What follows belongs to an exercise in optimizing a design on an open flow for small area; a production flow would make more cautious choices.
The RTL of this run was laid out without a check of its function.
The clock port is modelled as an ideal driver; clocking choices that lean on that would not hold on a real chip.
Power is estimated from default activity; no workload was simulated.

[design/flow/design.v]
package branch_target_buffer_pkg;
   localparam int DATA_WIDTH = 32;
   localparam logic [1:0] CTR_SNT = 2'b00;
   localparam logic [1:0] CTR_WNT = 2'b01;
   localparam logic [1:0] CTR_WT  = 2'b10;
   localparam logic [1:0] CTR_ST  = 2'b11;
endpackage
module bpred_sat_counter
(
   input  logic [1:0] ctr,
   input  logic       taken,
   input  logic       force_st,
   output logic [1:0] ctr_next
);
   always_comb begin
      ctr_next = ctr;
      if (force_st) begin
         ctr_next = branch_target_buffer_pkg::CTR_ST;
      end else if (taken) begin
         if (ctr != branch_target_buffer_pkg::CTR_ST) ctr_next = ctr + 2'd1;
      end else begin
         if (ctr != branch_target_buffer_pkg::CTR_SNT) ctr_next = ctr - 2'd1;
      end
   end
endmodule
module btb_aoi222
(
   input  logic a1, a2, b1, b2, c1, c2,
   output logic y
);
   assign y = ~((a1 & a2) | (b1 & b2) | (c1 & c2));
endmodule
module btb_nand2
(
   input  logic a, b,
   output logic y
);
   assign y = ~(a & b);
endmodule
module btb_nand3
(
   input  logic a, b, c,
   output logic y
);
   assign y = ~(a & b & c);
endmodule
module btb_nor2
(
   input  logic a, b,
   output logic y
);
   assign y = ~(a | b);
endmodule
module btb_nor3
(
   input  logic a, b, c,
   output logic y
);
   assign y = ~(a | b | c);
endmodule
module btb_nor4
(
   input  logic a, b, c, d,
   output logic y
);
   assign y = ~(a | b | c | d);
endmodule
module btb_xor2
(
   input  logic a, b,
   output logic y
);
   assign y = a ^ b;
endmodule
module btb_xnor2
(
   input  logic a, b,
   output logic y
);
   assign y = ~(a ^ b);
endmodule
module btb_a21oi
(
   input  logic a1, a2, b1,
   output logic y
);
   assign y = ~((a1 & a2) | b1);
endmodule
module btb_o21ai
(
   input  logic a1, a2, b1,
   output logic y
);
   assign y = ~((a1 | a2) & b1);
endmodule
module btb_ha
(
   input  logic a, b,
   output logic s, co
);
   assign {co, s} = {1'b0, a} + {1'b0, b};
endmodule
module btb_mux2i
(
   input  logic a0, a1, s,
   output logic y
);
   assign y = ~(s ? a1 : a0);
endmodule
module btb_mux16n
(
   input  logic [15:0] s,
   input  logic [15:0] d,
   output logic        yn
);
   logic [5:0] n;
   logic       p0, p1;
   btb_aoi222 u0 (.a1(s[0]),  .a2(d[0]),  .b1(s[1]),  .b2(d[1]),  .c1(s[2]),  .c2(d[2]),  .y(n[0]));
   btb_aoi222 u1 (.a1(s[3]),  .a2(d[3]),  .b1(s[4]),  .b2(d[4]),  .c1(s[5]),  .c2(d[5]),  .y(n[1]));
   btb_aoi222 u2 (.a1(s[6]),  .a2(d[6]),  .b1(s[7]),  .b2(d[7]),  .c1(s[8]),  .c2(d[8]),  .y(n[2]));
   btb_aoi222 u3 (.a1(s[9]),  .a2(d[9]),  .b1(s[10]), .b2(d[10]), .c1(s[11]), .c2(d[11]), .y(n[3]));
   btb_aoi222 u4 (.a1(s[12]), .a2(d[12]), .b1(s[13]), .b2(d[13]), .c1(s[14]), .c2(d[14]), .y(n[4]));
   btb_nand2  u5 (.a(s[15]), .b(d[15]), .y(n[5]));
   btb_nand3  u6 (.a(n[0]), .b(n[1]), .c(n[2]), .y(p0));
   btb_nand3  u7 (.a(n[3]), .b(n[4]), .c(n[5]), .y(p1));
   btb_nor2   u8 (.a(p0), .b(p1), .y(yn));
endmodule
module btb_tagcmp
(
   input  logic [25:0] tag_n,
   input  logic [25:0] tag,
   input  logic        valid_n,
   output logic [2:0]  grp_miss
);
   logic [26:0] mis;
   logic [8:0]  z;
   for (genvar b = 0; b < 26; b++) begin : g_b
      btb_xnor2 u_x (.a(tag_n[b]), .b(tag[b]), .y(mis[b]));
   end
   assign mis[26] = valid_n;
   for (genvar k = 0; k < 9; k++) begin : g_z
      btb_nor3 u_z (.a(mis[3*k]), .b(mis[3*k+1]), .c(mis[3*k+2]), .y(z[k]));
   end
   for (genvar k = 0; k < 3; k++) begin : g_g
      btb_nand3 u_g (.a(z[3*k]), .b(z[3*k+1]), .c(z[3*k+2]), .y(grp_miss[k]));
   end
endmodule
module btb_add32
(
   input  logic [31:0] a,
   input  logic [31:0] b,
   output logic [31:0] s
);
   logic [32:0] c;
   logic        g0;
   btb_ha u_b0 (.a(a[0]), .b(b[0]), .s(s[0]), .co(g0));
   btb_nand2 u_c1 (.a(a[0]), .b(b[0]), .y(c[1]));
   for (genvar i = 1; i < 32; i++) begin : g_b
      if (i % 2 == 1) begin : g_odd
         logic np, ng;
         btb_xnor2 u_p (.a(a[i]), .b(b[i]), .y(np));
         btb_nand2 u_g (.a(a[i]), .b(b[i]), .y(ng));
         btb_o21ai u_c (.a1(np), .a2(c[i]), .b1(ng), .y(c[i+1]));
         btb_xor2  u_s (.a(np), .b(c[i]), .y(s[i]));
      end else begin : g_even
         logic p, g;
         btb_ha    u_h (.a(a[i]), .b(b[i]), .s(p), .co(g));
         btb_a21oi u_c (.a1(p), .a2(c[i]), .b1(g), .y(c[i+1]));
         btb_xor2  u_s (.a(p), .b(c[i]), .y(s[i]));
      end
   end
endmodule
module btb_dec16
(
   input  logic [3:0]  a,
   output logic [15:0] y
);
   logic [3:0] lo_n, hi_n;
   always_comb begin
      for (int k = 0; k < 4; k++) begin
         lo_n[k] = ~(a[1:0] == k[1:0]);
         hi_n[k] = ~(a[3:2] == k[1:0]);
      end
   end
   for (genvar i = 0; i < 16; i++) begin : g_y
      btb_nor2 u_y (.a(lo_n[i % 4]), .b(hi_n[i / 4]), .y(y[i]));
   end
endmodule
module btb_vnext
(
   input  logic clr_n,
   input  logic v,
   input  logic we,
   output logic y
);
   assign y = clr_n & (v | we);
endmodule
module branch_target_buffer
(
   input  logic        clk,
   input  logic        rst_n,
   input  logic [31:0] pc_i,
   output logic        hit_o,
   output logic        pred_taken_o,
   output logic [31:0] pred_target_o,
   input  logic        upd_valid_i,
   input  logic [31:0] upd_pc_i,
   input  logic [31:0] upd_imm_i,
   input  logic        upd_taken_i,
   input  logic        upd_jump_i,
   input  logic        flush_i
);
   logic [15:0] tbl_valid;
   logic [25:0] tbl_tag    [16];
   logic [31:0] tbl_target [16];
   logic [1:0]  tbl_ctr    [16];
   logic [15:0] lk_sel, lt_sel, up_sel;
   logic [15:0] valid_d;
   logic [15:0] we_ctr, we_tgt;
   logic        lk_valid_n, up_valid_n;
   logic [25:0] lk_tag_n, up_tag_n;
   logic [31:0] lk_target_n;
   logic        lk_ctr1_n;
   logic [1:0]  up_ctr_n;
   logic [2:0]  lk_miss, up_miss;
   logic [31:0] lk_inc_n;
   logic [3:0]  lk_taken;
   logic        up_hit;
   logic        up_tk;
   logic        up_wr;
   logic        clr_n;
   logic [1:0]  up_ctr;
   logic [1:0]  ctr_base;
   logic [1:0]  ctr_next;
   logic [31:0] up_target;
   btb_dec16 u_lk_dec (.a(pc_i[5:2]),     .y(lk_sel));
   btb_dec16 u_lt_dec (.a(pc_i[5:2]),     .y(lt_sel));
   btb_dec16 u_up_dec (.a(upd_pc_i[5:2]), .y(up_sel));
   for (genvar b = 0; b < 26; b++) begin : g_tag
      logic [15:0] col;
      for (genvar i = 0; i < 16; i++) begin : g_col
         assign col[i] = tbl_tag[i][b];
      end
      btb_mux16n u_lk (.s(lk_sel), .d(col), .yn(lk_tag_n[b]));
      btb_mux16n u_up (.s(up_sel), .d(col), .yn(up_tag_n[b]));
   end
   for (genvar b = 0; b < 32; b++) begin : g_tgt
      logic [15:0] col;
      for (genvar i = 0; i < 16; i++) begin : g_col
         assign col[i] = tbl_target[i][b];
      end
      btb_mux16n u_lk (.s(lt_sel), .d(col), .yn(lk_target_n[b]));
   end
   for (genvar b = 0; b < 2; b++) begin : g_ctr
      logic [15:0] col;
      for (genvar i = 0; i < 16; i++) begin : g_col
         assign col[i] = tbl_ctr[i][b];
      end
      btb_mux16n u_up (.s(up_sel), .d(col), .yn(up_ctr_n[b]));
      if (b == 1) begin : g_lk
         btb_mux16n u_lk (.s(lk_sel), .d(col), .yn(lk_ctr1_n));
      end
   end
   btb_mux16n u_lk_valid (.s(lk_sel), .d(tbl_valid), .yn(lk_valid_n));
   btb_mux16n u_up_valid (.s(up_sel), .d(tbl_valid), .yn(up_valid_n));
   btb_tagcmp u_lk_cmp (.tag_n(lk_tag_n), .tag(pc_i[31:6]), .valid_n(lk_valid_n), .grp_miss(lk_miss));
   btb_nor3   u_hit    (.a(lk_miss[0]), .b(lk_miss[1]), .c(lk_miss[2]), .y(hit_o));
   for (genvar k = 0; k < 4; k++) begin : g_tk
      btb_nor4 u_tk (.a(lk_miss[0]), .b(lk_miss[1]), .c(lk_miss[2]), .d(lk_ctr1_n), .y(lk_taken[k]));
   end
   assign pred_taken_o = lk_taken[0];
   assign lk_inc_n = ~{pc_i[31:2] + 30'd1, pc_i[1:0]};
   for (genvar b = 0; b < 32; b++) begin : g_out
      btb_mux2i u_o (.a0(lk_inc_n[b]), .a1(lk_target_n[b]), .s(lk_taken[b / 8]), .y(pred_target_o[b]));
   end
   btb_tagcmp u_up_cmp (.tag_n(up_tag_n), .tag(upd_pc_i[31:6]), .valid_n(up_valid_n), .grp_miss(up_miss));
   assign up_hit = ~|up_miss;
   assign up_tk  = upd_taken_i || upd_jump_i;
   assign up_wr  = upd_valid_i && (up_hit || up_tk);
   assign up_ctr = ~up_ctr_n;
   assign clr_n  = rst_n && !flush_i;
   btb_add32 u_add (.a(upd_pc_i), .b(upd_imm_i), .s(up_target));
   assign ctr_base = up_hit ? up_ctr : branch_target_buffer_pkg::CTR_WNT;
   bpred_sat_counter u_ctr (
      .ctr      (ctr_base),
      .taken    (up_tk),
      .force_st (upd_jump_i),
      .ctr_next (ctr_next)
   );
   for (genvar i = 0; i < 16; i++) begin : g_ent
      assign we_ctr[i] = up_wr && up_sel[i];
      assign we_tgt[i] = upd_valid_i && up_tk && up_sel[i];
      btb_vnext u_vnext (.clr_n(clr_n), .v(tbl_valid[i]), .we(we_ctr[i]), .y(valid_d[i]));
      always_ff @(posedge clk) begin
         tbl_valid[i] <= valid_d[i];
         if (we_ctr[i]) tbl_ctr[i] <= ctr_next;
         if (we_tgt[i]) begin
            tbl_tag[i]    <= upd_pc_i[31:6];
            tbl_target[i] <= up_target;
         end
      end
   end
endmodule
[design/flow/flow/run.sh]
#!/bin/bash
# Own layout flow: the standard flow, with these changes after synthesis.
#  - ports are buffered with buf_2 instead of the flow's default buffer;
#  - placement, repair and routing may not use buffers larger than buf_6
#    (flow/dont_use.tcl, sourced before each of those steps);
#  - the clock tree uses clkbuf_8, sink clusters of up to 14 within 60 um and no dummy loads.
# Synthesis is the standard one, run unchanged. Each step's output goes to its
# own log file here.
set -euo pipefail
DU=$PWD/flow/dont_use.tcl
bash standard.sh synth > synth.log 2>&1
bash standard.sh \
   "BUFFER_PORTS_ARGS=-buffer_cell sky130_fd_sc_hd__buf_2" \
   "CTS_ARGS=-sink_clustering_enable -repair_clock_nets -dont_use_dummy_load -buf_list sky130_fd_sc_hd__clkbuf_8 -sink_clustering_size 14 -sink_clustering_max_diameter 60" \
   "PRE_GLOBAL_PLACE_TCL=$DU" "PRE_RESIZE_TCL=$DU" "PRE_DETAIL_PLACE_TCL=$DU" \
   "PRE_CTS_TCL=$DU" "PRE_GLOBAL_ROUTE_TCL=$DU" "PRE_REPAIR_TIMING_POST_PLACE_TCL=$DU" \
   finish > finish.log 2>&1
[design/flow/flow/dont_use.tcl]
set_dont_use {sky130_fd_sc_hd__buf_8 sky130_fd_sc_hd__buf_12 sky130_fd_sc_hd__buf_16 sky130_fd_sc_hd__bufbuf_8 sky130_fd_sc_hd__bufbuf_16 sky130_fd_sc_hd__clkdlybuf4s50_1 sky130_fd_sc_hd__clkdlybuf4s50_2}
[design/flow/standard.sh]
#!/bin/bash
# synth_recipe.tcl (not shown) runs the flow's synth.tcl, then flattens the netlist and writes it again
# the make line also repeats each setting of config.mk as NAME=value (left out here)
make -C /OpenROAD-flow-scripts/flow DESIGN_CONFIG=/design/flow/config.mk WORK_HOME=/design/flow/orfs CLKGATE_MAP_FILE= SYNTH_SCRIPT=/design/flow/synth_recipe.tcl "${@:-finish}"
[design/flow/config.mk]
export PLATFORM = sky130hd
export DESIGN_NAME = branch_target_buffer
export DESIGN_NICKNAME = branch_target_buffer
export VERILOG_FILES = /design/flow/design.v
export SDC_FILE = /design/flow/constraint.sdc
export NUM_CORES = 4
export LEC_CHECK = 0
export CAP_MARGIN = 20
export CORE_MARGIN = 2
export CORE_UTILIZATION = 50
export SLEW_MARGIN = 20
export SYNTH_HIERARCHICAL = 1
[design/flow/constraint.sdc]
create_clock -name core_clock -period 7.0 [get_ports {clk}]
set_input_delay 1.4000 -clock core_clock [delete_from_list [all_inputs] [get_ports {clk}]]
set_output_delay 1.4000 -clock core_clock [all_outputs]
set_load 0.01 [all_outputs]
==> results.txt <==
layout cell share with drive strength beyond 1: 17.56%
critical path peak fanout: 12
max-slew violations: 0
final period utilization: 95.47%
Synth Instances: 2221
detailed placement HPWL: 77.80 mm
Via density: 7.238
Reg clk slew, reported paths: 0.09 ns
CTS tree: yes
Final Util: 56.57%
total CTS buffers: 83
drt wl/cell: 35.83 um
grt ovf: 0
Post-Synthesis Net Count: 2340
pre-CTS WS: -0.8714 ns
Setup Crit Path Kind: input pin to output port
Max-Cap Viols: 0
first-pass GRT wire length: 182.2 mm
clock latency on the worst-skew pair: 0.70 ns
CP Capture Type: output port
worst slew pin tran: 1.388 ns
largest net degree at the start of global routing: 47
share of the synthesized area in the top cell type: 75.08%
# clock sinks: 976
number of global-route vias before repair: 25480
DR iter-0 viols: 5544
DP Area: 0.04163 mm2
setup slack after layout: 0.3172 ns
FMAX: 149.6 MHz
Port Buffers: 135
Total GRT Usage: 32.79%
Rel. slew slack: 6.778%
Die Ht: 281.1 um
worst path required time: 5.60 ns
hold_buf cts: 0
Max Clock Skew: 0.04579 ns
top post-synthesis cells by area: edfxtp_1 75%, a222oi_1 12%, nand3_1 2.5%
Mean Syn Cell Area: 17.29 um2
Leakage: 13.50 nW
Pwr per Cell Area: 244.8 mW/mm2
status: finished clean
sequential share of the synthesized area: 75.91%
min Tclk post-route: 6.683 ns
Initial Utilization: 50.55%
routed via count: 26330
die area: 0.07902 mm2
arrival time worst endpoint: 5.28 ns
r2r setup slk: 3.33 ns
first drt pass iteration count: 12
row count: 101
Synth Register Bits: 976
hold slack: 0.4914 ns
most common cell after layout, fill and taps aside: edfxtp_1
Yosys warning count: 12
Residual DRC: 0
Cell Area, Synth: 0.03840 mm2
Area Overhead vs Synth: 11.90%
Routed Antenna Nets: 0
VDD IR max: 0.1493 mV
area leader, netlist: edfxtp_1
Die X: 281.1 um
WL final: 130.3 mm
critical path startpoint category: input pin
most frequent cells in the layout: 960 x edfxtp_1, 445 x a222oi_1, 194 x nand3_1
Min-Delay Path Class: flip-flop to flip-flop
GPL Wtd Cong: 0.8874
initial antenna violation count: 7
design area: 0.04296 mm2
Final Hold Violating Endpoints: 0
Final #Nets: 2723
endpoints failing setup: 0
Synth cell types: 33
Top Ports: 136
Core Area: 0.07595 mm2
-- flip-flops by register name (all words and copies together) (netlist names) --
signal,cells
tbl_tag,416
tbl_valid,16
tbl_ctr,32
tbl_target,512
-- per-stage QoR --
step,power [mW],cells,TNS [ns]
floorplan,7.328,2221,0
detailed placement,7.785,3547,-50.14
finish,10.52,3637,0
global route,10.81,3635,-0.4590
CTS,10.53,3630,0
global placement,7.750,3546,-34.31
-- final cells by class --
cell class                      count  area [um2]
Timing Repair Buffer              301        1585
Clock buffer                       83        1142
Tap cell                         1030        1289
Antenna cell                        5       12.51
Sequential cell                   976       29150
Multi-Input combinational cell   1236        9764
Fill cell                        5892       32990
Inverter                            6       22.52
-- power by group --
part | switching (mW) | internal [mW]
logic | 0.707 | 0.269
clock network | 1.76 | 1.06
registers | 0.0357 | 6.68
total | 2.50 | 8.01
-- final timing paths --
check                                         startpoint                      end  cells past startpoint
worst max-delay path                             pc_i[2]        pred_target_o[25]                     16
worst min-delay path                tbl_valid[2]$_DFF_P_     tbl_valid[2]$_DFF_P_                      1
worst max register to register  tbl_tag[12][9]$_DFFE_PP_  tbl_ctr[9][0]$_DFFE_PP_                     11
worst min register to register      tbl_valid[2]$_DFF_P_     tbl_valid[2]$_DFF_P_                      1
-- Yosys cell counts --
| cell type | number |
|---|---|
| nor3_1 | 6 |
| and3_1 | 21 |
| or2_2 | 1 |
| nor2b_1 | 1 |
| nor4_4 | 1 |
| nand2_1 | 120 |
| a222oi_1 | 445 |
| nand3_2 | 1 |
| nor3b_1 | 1 |
| xnor2_1 | 78 |
| or2_1 | 6 |
| nand2b_1 | 13 |
| o21a_1 | 17 |
| nor3_2 | 19 |
| nand3_4 | 1 |
| ha_1 | 17 |
| inv_1 | 6 |
| nor4_2 | 4 |
| o21ai_1 | 15 |
| nor4_1 | 2 |
| nand3_1 | 194 |
| nand4b_1 | 1 |
| clkbuf_1 | 4 |
| nand4_1 | 12 |
| nor2_1 | 143 |
| a21oi_1 | 2 |
| nor3_4 | 1 |
| dfxtp_1 | 16 |
| a21oi_2 | 15 |
| and2_1 | 17 |
| mux2i_1 | 32 |
| edfxtp_1 | 960 |
| xor2_1 | 49 |
-- per-module statistics from Yosys, one instance, submodules excluded, excerpt --
module	cells inside	times used
btb_mux2i	1	32
btb_xor2	1	31
btb_nand2	1	105
btb_a21oi	1	15
btb_aoi222	1	445
btb_nand3	1	184
btb_dec16	8	3
-- per-layer routing --
| layer | global-route usage, % | wire (um) |
|---|---|---|
| met5 | 0 | 23 |
| met3 | 8.396 | 18470 |
| met2 | 50.26 | 58310 |
| met4 | 11.42 | 4414 |
| met1 | 45.73 | 49090 |
-- worst max-delay path, stage by stage --
cell      delay [ns]
buf_2           0.27
nand2b_1        0.23
nor2_2          0.15
buf_1           0.86
a222oi_1        0.22
nand3_1         0.15
nor2_1          0.07
xnor2_1         0.15
nor3_2          0.25
nand3_1         0.13
buf_2           0.24
nor4_2          0.31
buf_1           0.25
mux2i_1         0.26
buf_4           0.18
buf_2           0.14
-- cell families after synthesis --
kind of cell               synth area share (%)
DFF                                       75.91
and+or+nand+nor                           7.205
AOI/OAI and AO/OA                         12.50
xor gates and xnor gates                  2.897
muxes                                    0.8342
adders and majority gates                0.5540
buffers and inverters                   0.09775
-- repair_timing --
item	in CTS	in global routing
endpoints found under the setup margin	32	96
cloned	0	1
gates resized for setup	2	15
pin swaps	0	5
setup buffers	0	1
endpoints found under the hold margin	0	0

[static timing again, ports no longer ideal]
No port has a modelled driver above. Below, the same layout with a new extraction and two added sets of constraints.
Step 1: set_driving_cell puts a clkbuf_16 on clk and a buf_2 on each other input, an assumption about the parent block.
Step 2, shift: input delay + t, output delay - t, t = (earliest + latest rising clock arrival at the registers) / 2. This alone moves slack from input paths to output paths.
Three values: no drivers, after step 1, after step 2; two values: the first two.
shift t [ns]: 0.738
setup slack, ns: 0.317 / 0.248 / -0.380
worst setup path at the end: input to register
clock arrival spread, ns: 0.065 / 0.065
With both steps, setup timing fails in this run, where it was met with ideal ports. The setup slack of this run moves by -0.069 ns with the drivers and by -0.697 ns with both steps.
